This design comes from an exercise in tuning for small area, a short achievable clock period and few clock cycles per item on the open sky130 flow, not from production work. The RTL was checked by simulation tests, not by an equivalence proof against the original design. Power and IR drop assume default switching activity.

==> design.v <==
package mrtd_pkg;
  localparam int AddrW    = 64;
  localparam int HandlerW = 8;
  localparam int SlotW    = 4;
  localparam int InDataW  = 144;
  localparam int OutDataW = 16;
  localparam int RegionW  = 2 * AddrW + HandlerW + 2;
  localparam logic [1:0] OP_REGISTER = 2'd0;
  localparam logic [1:0] OP_READ     = 2'd1;
  localparam logic [1:0] OP_WRITE    = 2'd2;
  localparam logic [2:0] ST_SUCCESS     = 3'd0;
  localparam logic [2:0] ST_OVERLAP     = 3'd1;
  localparam logic [2:0] ST_NOT_HANDLED = 3'd2;
  localparam logic [2:0] ST_DENIED      = 3'd3;
  localparam logic [2:0] ST_FULL        = 3'd4;
endpackage
module mrtd_cell #(
  parameter int AddrW    = 64,
  parameter int HandlerW = 8,
  parameter int RegionW  = 2 * AddrW + HandlerW + 2
) (
  input  logic               clk_i,
  input  logic               we_i,        
  input  logic [RegionW-1:0] wdata_i,
  input  logic               cmp_le_i,    
  input  logic [AddrW-1:0]   opd_i,       
  input  logic [AddrW-1:0]   key_i,
  output logic [RegionW-1:0] region_o,
  output logic               below_o,             
  output logic               key_lt_end_o         
);
  logic [RegionW-1:0] region_q;
  logic [AddrW-1:0]   base, lim;
  assign base = region_q[RegionW-1 -: AddrW];
  assign lim  = region_q[RegionW-1-AddrW -: AddrW];
  always_ff @(posedge clk_i) begin
    if (we_i) begin
      region_q <= wdata_i;
    end
  end
  assign region_o          = region_q;
  mrtd_lt #(.W(AddrW)) u_below (.a_i(base), .b_i(opd_i), .eq_i(cmp_le_i), .lt_o(below_o));
  mrtd_lt #(.W(AddrW)) u_ltend (.a_i(key_i), .b_i(lim), .eq_i(1'b0), .lt_o(key_lt_end_o));
endmodule
module mrtd_lt #(
  parameter int W = 64
) (
  input  logic [W-1:0] a_i,
  input  logic [W-1:0] b_i,
  input  logic         eq_i,
  output logic         lt_o
);
  localparam int L = $clog2(W);
  logic [W-1:0] g [L+1];
  logic [W-1:0] p [L+1];
  always_comb begin
    for (int l = 0; l <= L; l++) begin
      g[l] = '0;
      p[l] = '0;
    end
    for (int i = 0; i < W; i++) begin
      g[0][i] = b_i[i] & ~a_i[i];
      p[0][i] = b_i[i] | ~a_i[i];
    end
    for (int l = 1; l <= L; l++) begin
      for (int i = 0; i < (W >> l); i++) begin
        g[l][i] = g[l-1][2*i+1] | (p[l-1][2*i+1] & g[l-1][2*i]);
        p[l][i] = p[l-1][2*i+1] & p[l-1][2*i];
      end
    end
    lt_o = g[L][0] | (p[L][0] & eq_i);
  end
endmodule
import mrtd_pkg::*;
module mmio_region_table_decoder_core #(
  parameter int MAX_REGIONS = 16
) (
  input  logic                clk_i,
  input  logic                rst_ni,
  input  logic                s_axis_tvalid_i,
  output logic                s_axis_tready_o,
  input  logic [InDataW-1:0]  s_axis_tdata_i,
  output logic                m_axis_tvalid_o,
  input  logic                m_axis_tready_i,
  output logic [OutDataW-1:0] m_axis_tdata_o
);
  localparam int N    = MAX_REGIONS;
  localparam int CntW = $clog2(MAX_REGIONS + 1);
  localparam int ResW = OutDataW - 1;
  logic         b_valid_q, c_valid_q;
  logic         oh_valid_q, ot_valid_q;    
  logic [N-1:0] valid_q;                   
  logic [1:0]   c_op_q;
  logic         c_adv;                     
  logic         b2c;                       
  logic         b_first;                   
  logic         b_reg;                     
  logic         s_ready_q;                 
  assign c_adv           = c_valid_q && !ot_valid_q;
  assign b2c             = b_valid_q && !b_first && (!c_valid_q || (!ot_valid_q && !b_reg));
  assign s_axis_tready_o = s_ready_q;
  logic [1:0]          b_op_q;
  logic [AddrW-1:0]    b_opd_q;    
  logic [AddrW-1:0]    b_oth_q;    
  logic [AddrW-1:0]    b_key_q;    
  logic [HandlerW-1:0] b_hdl_q;
  logic                b_rd_q, b_wr_q;
  logic                b_ph_q;     
  logic                in_reg;
  assign in_reg = (s_axis_tdata_i[1:0] == OP_REGISTER);
  always_ff @(posedge clk_i) begin
    if (s_axis_tready_o) begin
      b_ph_q  <= 1'b0;
      b_op_q  <= s_axis_tdata_i[1:0];
      b_opd_q <= in_reg ? s_axis_tdata_i[129:66] : s_axis_tdata_i[65:2];
      b_oth_q <= in_reg ? s_axis_tdata_i[65:2] : s_axis_tdata_i[129:66];
      b_key_q <= s_axis_tdata_i[65:2];
      b_hdl_q <= s_axis_tdata_i[137:130];
      b_rd_q  <= s_axis_tdata_i[138];
      b_wr_q  <= s_axis_tdata_i[139];
    end else begin
      b_ph_q  <= 1'b1;
      if (b_first) begin
        b_opd_q <= b_oth_q;
        b_oth_q <= b_opd_q;
      end
    end
  end
  assign b_reg   = (b_op_q == OP_REGISTER);
  assign b_first = b_reg && !b_ph_q;
  logic [N-1:0] new_slot;
  logic         table_full;
  assign table_full = valid_q[N-1];
  assign new_slot   = ~valid_q & {valid_q[N-2:0], 1'b1};
  logic [RegionW-1:0] region [N];
  logic [N-1:0]       cmp_below, cmp_ltend;
  logic               slot_we;
  assign slot_we = !(c_valid_q && c_op_q == OP_REGISTER);
  for (genvar g = 0; g < N; g++) begin : g_cell
    mrtd_cell #(
      .AddrW    (AddrW),
      .HandlerW (HandlerW),
      .RegionW  (RegionW)
    ) u_cell (
      .clk_i             (clk_i),
      .we_i              (slot_we && new_slot[g]),
      .wdata_i           ({b_key_q, b_oth_q, b_hdl_q, b_rd_q, b_wr_q}),
      .cmp_le_i          (!b_reg),
      .opd_i             (b_opd_q),
      .key_i             (b_key_q),
      .region_o          (region[g]),
      .below_o           (cmp_below[g]),
      .key_lt_end_o      (cmp_ltend[g])
    );
  end
  logic [N-1:0] f_below_q, f_ltend_q, f_blne_q;
  logic [N-1:0] t_blne_q;          
  always_ff @(posedge clk_i) begin
    if (b_valid_q && b_first) begin
      t_blne_q <= cmp_below;
    end
    if (b2c) begin
      c_op_q    <= b_op_q;
      f_blne_q  <= t_blne_q;
      f_below_q <= cmp_below;
      f_ltend_q <= cmp_ltend;
    end
  end
  logic [N-1:0] above_q [N];
  logic [N-1:0] bl;                
  logic [N-1:0] nb;                
  logic [N-1:0] is_left;           
  logic [N-1:0] is_right;          
  assign bl = f_below_q & valid_q;
  assign nb = ~f_below_q & valid_q;
  always_comb begin
    for (int i = 0; i < N; i++) begin
      logic hi_bl, lo_nb;
      hi_bl = 1'b0;
      lo_nb = 1'b0;
      for (int j = 0; j < N; j++) begin
        if (j > i) begin
          hi_bl |= above_q[i][j] && bl[j];
          lo_nb |= !above_q[i][j] && nb[j];
        end else if (j < i) begin
          hi_bl |= !above_q[j][i] && bl[j];
          lo_nb |= above_q[j][i] && nb[j];
        end
      end
      is_left[i]  = bl[i] && !hi_bl;
      is_right[i] = nb[i] && !lo_nb;
    end
  end
  always_ff @(posedge clk_i) begin
    for (int j = 1; j < N; j++) begin
      if (new_slot[j]) begin
        for (int i = 0; i < j; i++) begin
          above_q[i][j] <= bl[i];
        end
      end
    end
  end
  logic [SlotW-1:0] rank_q [N];
  logic [SlotW-1:0] ins_pos;
  logic             do_insert;
  always_ff @(posedge clk_i) begin
    for (int i = 0; i < N; i++) begin
      if (new_slot[i]) begin
        rank_q[i] <= ins_pos;
      end else if (c_adv && do_insert && nb[i]) begin
        rank_q[i] <= rank_q[i] + SlotW'(1);
      end
    end
  end
  logic                any_left;   
  logic [SlotW-1:0]    l_rank;     
  logic                left_hit;   
  logic                right_hit;  
  logic                l_rd, l_wr;
  logic [HandlerW-1:0] l_hdl;
  always_comb begin
    l_rank    = '0;
    left_hit  = 1'b0;
    right_hit = 1'b0;
    l_rd      = 1'b0;
    l_wr      = 1'b0;
    l_hdl     = '0;
    for (int i = 0; i < N; i++) begin
      l_rank    |= is_left[i] ? rank_q[i] : '0;
      left_hit  |= is_left[i] && f_ltend_q[i];
      right_hit |= is_right[i] && f_blne_q[i];
      l_rd      |= is_left[i] && region[i][1];
      l_wr      |= is_left[i] && region[i][0];
      l_hdl     |= is_left[i] ? region[i][HandlerW+1:2] : '0;
    end
  end
  logic [2:0]          res_status;
  logic [HandlerW-1:0] res_handler;
  logic [SlotW-1:0]    res_slot;
  logic                perm_ok;
  assign any_left = |bl;
  assign ins_pos  = any_left ? (l_rank + SlotW'(1)) : '0;
  assign perm_ok  = (c_op_q == OP_WRITE) ? l_wr : l_rd;
  always_comb begin
    res_status  = ST_NOT_HANDLED;
    res_handler = '0;
    res_slot    = '0;
    do_insert   = 1'b0;
    case (c_op_q)
      OP_REGISTER: begin
        if (table_full) begin
          res_status = ST_FULL;
        end else if (left_hit || right_hit) begin
          res_status = ST_OVERLAP;
        end else begin
          res_status = ST_SUCCESS;
          res_slot   = ins_pos;
          do_insert  = 1'b1;
        end
      end
      OP_READ, OP_WRITE: begin
        if (left_hit) begin
          res_slot = l_rank;
          if (perm_ok) begin
            res_status  = ST_SUCCESS;
            res_handler = l_hdl;
          end else begin
            res_status  = ST_DENIED;
          end
        end
      end
      default: begin
        res_status = ST_NOT_HANDLED;
      end
    endcase
  end
  logic [ResW-1:0] res;
  assign res = {res_slot, res_handler, res_status};
  logic [ResW-1:0] oh_q, ot_q;
  logic            pop;
  assign pop = oh_valid_q && m_axis_tready_i;
  always_ff @(posedge clk_i) begin
    if (!oh_valid_q || pop) begin
      oh_q <= ot_valid_q ? ot_q : res;
    end
    if (c_adv) begin
      ot_q <= res;
    end
  end
  logic b_valid_n, b_reg_n, b_first_n, c_valid_n, ot_valid_n, s_ready_n;
  assign b_valid_n  = s_ready_q ? s_axis_tvalid_i : b_valid_q;
  assign b_reg_n    = s_ready_q ? (s_axis_tdata_i[1:0] == OP_REGISTER) : b_reg;
  assign b_first_n  = s_ready_q && (s_axis_tdata_i[1:0] == OP_REGISTER);
  assign c_valid_n  = b2c || (c_valid_q && !c_adv);
  assign ot_valid_n = (oh_valid_q && !pop) && (ot_valid_q || c_adv);
  assign s_ready_n  = !b_valid_n || (!b_first_n && (!c_valid_n || (!ot_valid_n && !b_reg_n)));
  always_ff @(posedge clk_i or negedge rst_ni) begin
    if (!rst_ni) begin
      s_ready_q  <= 1'b1;
      b_valid_q  <= 1'b0;
      c_valid_q  <= 1'b0;
      oh_valid_q <= 1'b0;
      ot_valid_q <= 1'b0;
      valid_q    <= '0;
    end else begin
      s_ready_q <= s_ready_n;
      b_valid_q <= b_valid_n;
      if (b2c) begin
        c_valid_q <= 1'b1;
      end else if (c_adv) begin
        c_valid_q <= 1'b0;
      end
      if (c_adv && do_insert) begin
        valid_q <= {valid_q[N-2:0], 1'b1};
      end
      if (!oh_valid_q || pop) begin
        oh_valid_q <= ot_valid_q || c_adv;
        ot_valid_q <= 1'b0;
      end else if (c_adv) begin
        ot_valid_q <= 1'b1;
      end
    end
  end
  assign m_axis_tvalid_o = oh_valid_q;
  assign m_axis_tdata_o  = {1'b0, oh_q};
endmodule
==> run.sh <==
#!/bin/bash
# synth_recipe.tcl (not shown) runs the flow's synth.tcl, then flattens the netlist and writes it again
# the make line also repeats each setting of config.mk as NAME=value (left out here)
make -C /OpenROAD-flow-scripts/flow DESIGN_CONFIG=/design/flow/config.mk WORK_HOME=/design/flow/orfs CLKGATE_MAP_FILE= SYNTH_SCRIPT=/design/flow/synth_recipe.tcl finish
==> config.mk <==
export PLATFORM = sky130hd
export DESIGN_NAME = mmio_region_table_decoder_core
export DESIGN_NICKNAME = mmio_region_table_decoder_core
export VERILOG_FILES = /design/flow/design.v
export SDC_FILE = /design/flow/constraint.sdc
export NUM_CORES = 4
export LEC_CHECK = 0
export CAP_MARGIN = 20
export CORE_MARGIN = 2
export CORE_UTILIZATION = 65
export CTS_CLUSTER_DIAMETER = 100
export CTS_CLUSTER_SIZE = 24
export SETUP_SLACK_MARGIN = 3.3
export SLEW_MARGIN = 20
==> constraint.sdc <==
create_clock -name core_clock -period 7.0 [get_ports {clk_i}]
set_input_delay 1.4000 -clock core_clock [delete_from_list [all_inputs] [get_ports {clk_i}]]
set_output_delay 1.4000 -clock core_clock [all_outputs]
set_load 0.01 [all_outputs]
==> results.txt <==
-- power groups by stage --
stage	Clock (mW)	Combinational, mW	Sequential (mW)
final	8.70	14.3	24.2
after global routing	9.20	14.9	24.4
after CTS	8.69	13.5	24.1
after detailed placement	0	12.6	24.7
after global placement	0	12.2	24.6
after floorplan	0	7.85	23.6
-- cell type report --
class | count | area, um^2 | share of cell area [%]
Sequential cell | 2714 | 81410 | 58.66
Multi-Input combinational cell | 5953 | 42240 | 30.44
Timing Repair Buffer | 658 | 6088 | 4.387
Clock buffer | 150 | 3477 | 2.505
Tap cell | 2526 | 3161 | 2.277
Inverter | 529 | 2141 | 1.543
Clock inverter | 16 | 197.7 | 0.1424
Timing Repair inverter | 7 | 42.54 | 0.03065
Antenna cell | 11 | 27.53 | 0.01983
-- synthesized netlist by cell type (107+ instances only) --
master	instances	area share, %
a221oi_1	117	0.81
edfxtp_1	2692	64
a21oi_1	454	1.8
mux2i_1	128	1.0
nand2_1	386	1.1
nand3_1	204	0.81
a2111oi_0	119	0.82
maj3_1	707	5.6
o2111ai_1	131	0.91
nor2_1	530	1.6
a22o_1	107	0.74
nor2b_1	371	1.8
o22ai_1	292	1.4
o21ai_0	332	1.3
nand2b_1	417	2.1
inv_1	478	1.4
a22oi_1	174	1.0
nor3b_1	110	0.65
nor3_1	108	0.43
clkbuf_1	399	1.2
-- kinds of logic (layout without fill, tap and decap cells) --
family,after synthesis,after routing
and+or+nand+nor,2516,2516
AOI/OAI and AO/OA,2468,2468
DFF,2714,2714
adders and majority gates,790,790
other,1,12
muxes,144,144
xor gates and xnor gates,34,34
buffers and inverters,1050,1360
-- through the flow --
stage                     setup slack, ns  util (%)
final                               3.156     71.91
after floorplan                     3.300         -
after global routing                3.217     71.91
after detailed placement            2.164     68.32
after global placement              1.712     68.31
after CTS                           3.265     71.33
-- routing by layer --
| metal | routed length (um) | share of wire [%] | global-route usage, % | up-vias |
|---|---|---|---|---|
| li1 | - | - | - | 38410 |
| met1 | 150600 | 35 | 57.44 | 45250 |
| met2 | 186800 | 44 | 62.52 | 6820 |
| met3 | 56580 | 13 | 8.636 | 1234 |
| met4 | 31560 | 7.4 | 26.41 | 10 |
| met5 | 58 | 0.014 | 0 | - |
-- what timing repair did --
action	4_1_cts	5_1_grt
resized for setup	249	105
gates cloned	8	2
hold buffers	0	0
setup endpoints to repair	215	175
pin swaps	26	22
setup buffers	138	69
-- final timing paths --
path	endpoint	depth (start not counted)
worst max-delay path	f_ltend_q[1]	12
max in group asynchronous	valid_q[7]	1
min in group asynchronous	valid_q[0]	1
worst min-delay path	f_blne_q[11]	0
worst max register to register	f_ltend_q[1]	12
worst min register to register	f_blne_q[11]	0
-- sequential cells by signal, indices dropped and copies added, names as in the netlist, 2 cells and up --
name	flops
f_ltend_q	16
b_hdl_q	8
rank_q	64
b_op_q	2
valid_q	16
b_oth_q	64
f_below_q	16
t_blne_q	16
c_op_q	2
ot_q	15
f_blne_q	16
b_opd_q	64
g_cell.u_cell.region_q	2208
oh_q	15
above_q	120
b_key_q	64
==> results.txt <==
- During I/O placement, the number of pins put on the boundary was 166.
- For this configuration, the core starts out at a cell density of 65.51%.
- Counting every net in the synthesized netlist gives 9,885.
- After detailed placement, the design holds a cell count of 12,170.
- STA classifies the critical path startpoint as a flip-flop.
- The number of global-route vias before repair is 86,530.
- Buffers placed on the I/O ports in this run total 160.
- The post-synthesis cell type count is 100.
- Among the stages of the critical path, the cell type that occurs most often is buf_4.
- The final net count is 10,160.
- The clock-pin slew of the registers on the worst-case setup and hold paths is 0.10 ns.
- For this run, the number of Yosys warnings is 10.
- In the synthesized netlist, mux cells make up 1.156% of the area.
- The largest voltage drop on the vdd net is 462.4 uV.
- For the final routed database, the setup TNS stands at 0 ns.
- The number of detailed-route iterations in the first pass is 10.
- By area, the combinational part of the netlist is dominated by compound AO/OA/AOI/OAI gates.
- The simple-gate share of the synthesized area is 10.84%.
- The finished cells cover 138,800 um^2.
- The final routed wirelength across all metal layers is 425.6 mm.
- The fraction of registers with async set/reset is 0.7738%.
- The filler-free cell count of the finished design is 12,560.
- The maximum fanout count along the critical path is 13.
- The congestion estimate from routability-driven global placement came to 1.026.
- The growth of design area from synthesis to finish is 9.767%.
- The region available for standard cell placement spans 193,000 um^2.
- The slowest stage of the critical path belongs to the cell nor4_1.
- The number of enable-type register cells in the synthesized netlist is 2,692.
- The TritonCTS clock tree is built.
- The most common cell after layout, fill and taps aside is edfxtp_1.
- Clock skew on the completed layout was measured at 0.03093 ns.
- The signal on the critical path passes through buf_4 > buf_4 > clkinvlp_4 > buf_4 > o21ai_0 > or2_2 > nor4_1 > o21ai_0 > a211o_2 > a31oi_2 > or4_1 > a31o_2.
- The start of the worst register-to-register path is b_key_q[16].
- The number of standard-cell rows in the floorplan is 161.
- The achievable clock frequency is 260.2 MHz.
- For this block, the initial DRC count from the detailed router was 14,510.
- The max-slew violation total from the final report is 0.
- The count of H-tree levels built during CTS is 4.
- For this run, the leading register cell type out of synthesis is edfxtp_1.
- Entering global routing, the biggest net connects 160 pins.
- The via-per-instance ratio is 7.301.
- The sum of internal, switching and leakage power is 47.23 mW.
- The flow ran to the end and the layout has no timing, DRC or antenna violations.
- The total of max-cap violations is 0.
- The clock latency on the worst-skew pair is 0.84 ns.
- Measured against its own limit, the worst slew margin works out to 11.58%.
- The initial antenna violation count is 26.
- The number of failing hold endpoints at the final stage is 0.
- In this run the static leakage power is 45.18 nW.
- The root buffer cell chosen for the clock tree is clkbuf_16.
- The total of endpoints with negative setup slack in the final report is 0.
- For the worst setup path, the data arrival time is 4.56 ns.
- On the final layout, the worst hold slack is 0.4273 ns.
- Global routing used 42.12% of the available tracks across all layers.
- The proportion of synthesized chip area in sequential cells is 64.37%.
- The first global-routing pass estimated 598.6 mm of wire.
- The timing startpoint of the critical path is b_key_q[16].
- The height of the die is 445.0 um.
- In the final layout, the share of cells above drive strength 1 is 10.26%.
- The detailed-route wire length per cell is 33.87 um.
- The die extent in x is 445.0 um.
- The area share of xor/xnor cells in the synthesized design is 0.2415%.
- Clock tree synthesis found a total of 2,714 sinks.
- The post-synthesis average cell area is 13.01 um^2.
- Counting the fill cells in the layout gives 12,790.
- The cell-internal power is 30.20 mW.
- In this run the cell area of the synthesized design comes to 126,400 um^2.
- Once placement finished, the instance area stood at 131,800 um^2.
- Of the total power, the share spent switching nets is 36.05%.
- The worst hold path belongs to the class reg -> reg.
- The worst setup path category is reg -> reg.
- The total congestion overflow after global routing is 0.
- The synthesized instance count is 9,717.
- The CTS buffer count is 133.
- The sequential power share is 51.2%.
- After detailed routing, the number of remaining DRC violations is 0.
- The final route contains 91,730 vias.
- The worst setup slack for register-to-register paths is 3.16 ns.
- At the pin with the least slew margin, the transition time is 1.326 ns.
- The longest clock path from root to sink contains 3 buffers.
- Data on the critical path is required at its endpoint by 7.71 ns.
- The startpoint of the most critical hold path is t_blne_q[11].
- The library cells used most frequently in the layout, excluding fill and tap cells, are edfxtp_1, maj3_1, nor2_1, inv_1, a21oi_1.
- The die covers 198,100 um^2.
- In this run the power spent charging and discharging nets is 17.03 mW.
- The portion of total power attributed to combinational logic is 30.3%.
- The critical path contains buffers and inverters numbering 4 combined.
- The synthesized design contains 2,714 register bits.
- Summing the areas of all compound-gate instances in the mapped netlist gives 13.85% of the synthesized area.
- The clock period could shrink to 3.844 ns.
- The cell family contributing the most delay on the critical path is simple AND/OR/NAND/NOR gates.
- In the finished design, the share of the clock period the worst path needs comes to 54.91%.
- The peak per-stage delay on the critical path is 0.71 ns.
- The clock network fraction of total power is 18.4%.
- Detailed placement ended at an HPWL of 271.3 mm.
- Setup repair after global routing could not meet its margin everywhere.
- STA classifies the critical path endpoint as a flip-flop.
- The adder and majority cell fraction of the synthesized area is 6.356%.
- The power per standard cell area is 340.3 nW/um^2.
- In this run the remaining antenna-violating nets after routing total 0.
Testbench counts, summed over its fixed seeds: cycles 5,224, items 4,928.

## re-timing with driven ports
Ports are ideal in the flow. The routed layout listed here was re-timed in OpenROAD.
Step 1 assumes that a clkbuf_16 drives the clock port and a buf_2 every other input.
Step 2 moves the port delays by t, midway between the first and last clock arrival at a register: inputs arrive t later, outputs are due t later. That takes back most of the time a late clock gives input paths.
Three values: ideal, step 1, step 2; two values: the first two.
shift t [ns]: 0.918
setup WS [ns]: 3.156 / 3.156 / 2.973
worst setup path at the end: input to register
slew at the worst register clock pin (ns): 0.11 / 0.11
After both steps setup and hold are still met in this run. The setup slack of this run moves by 0.000 ns with the drivers and by -0.183 ns with both steps.
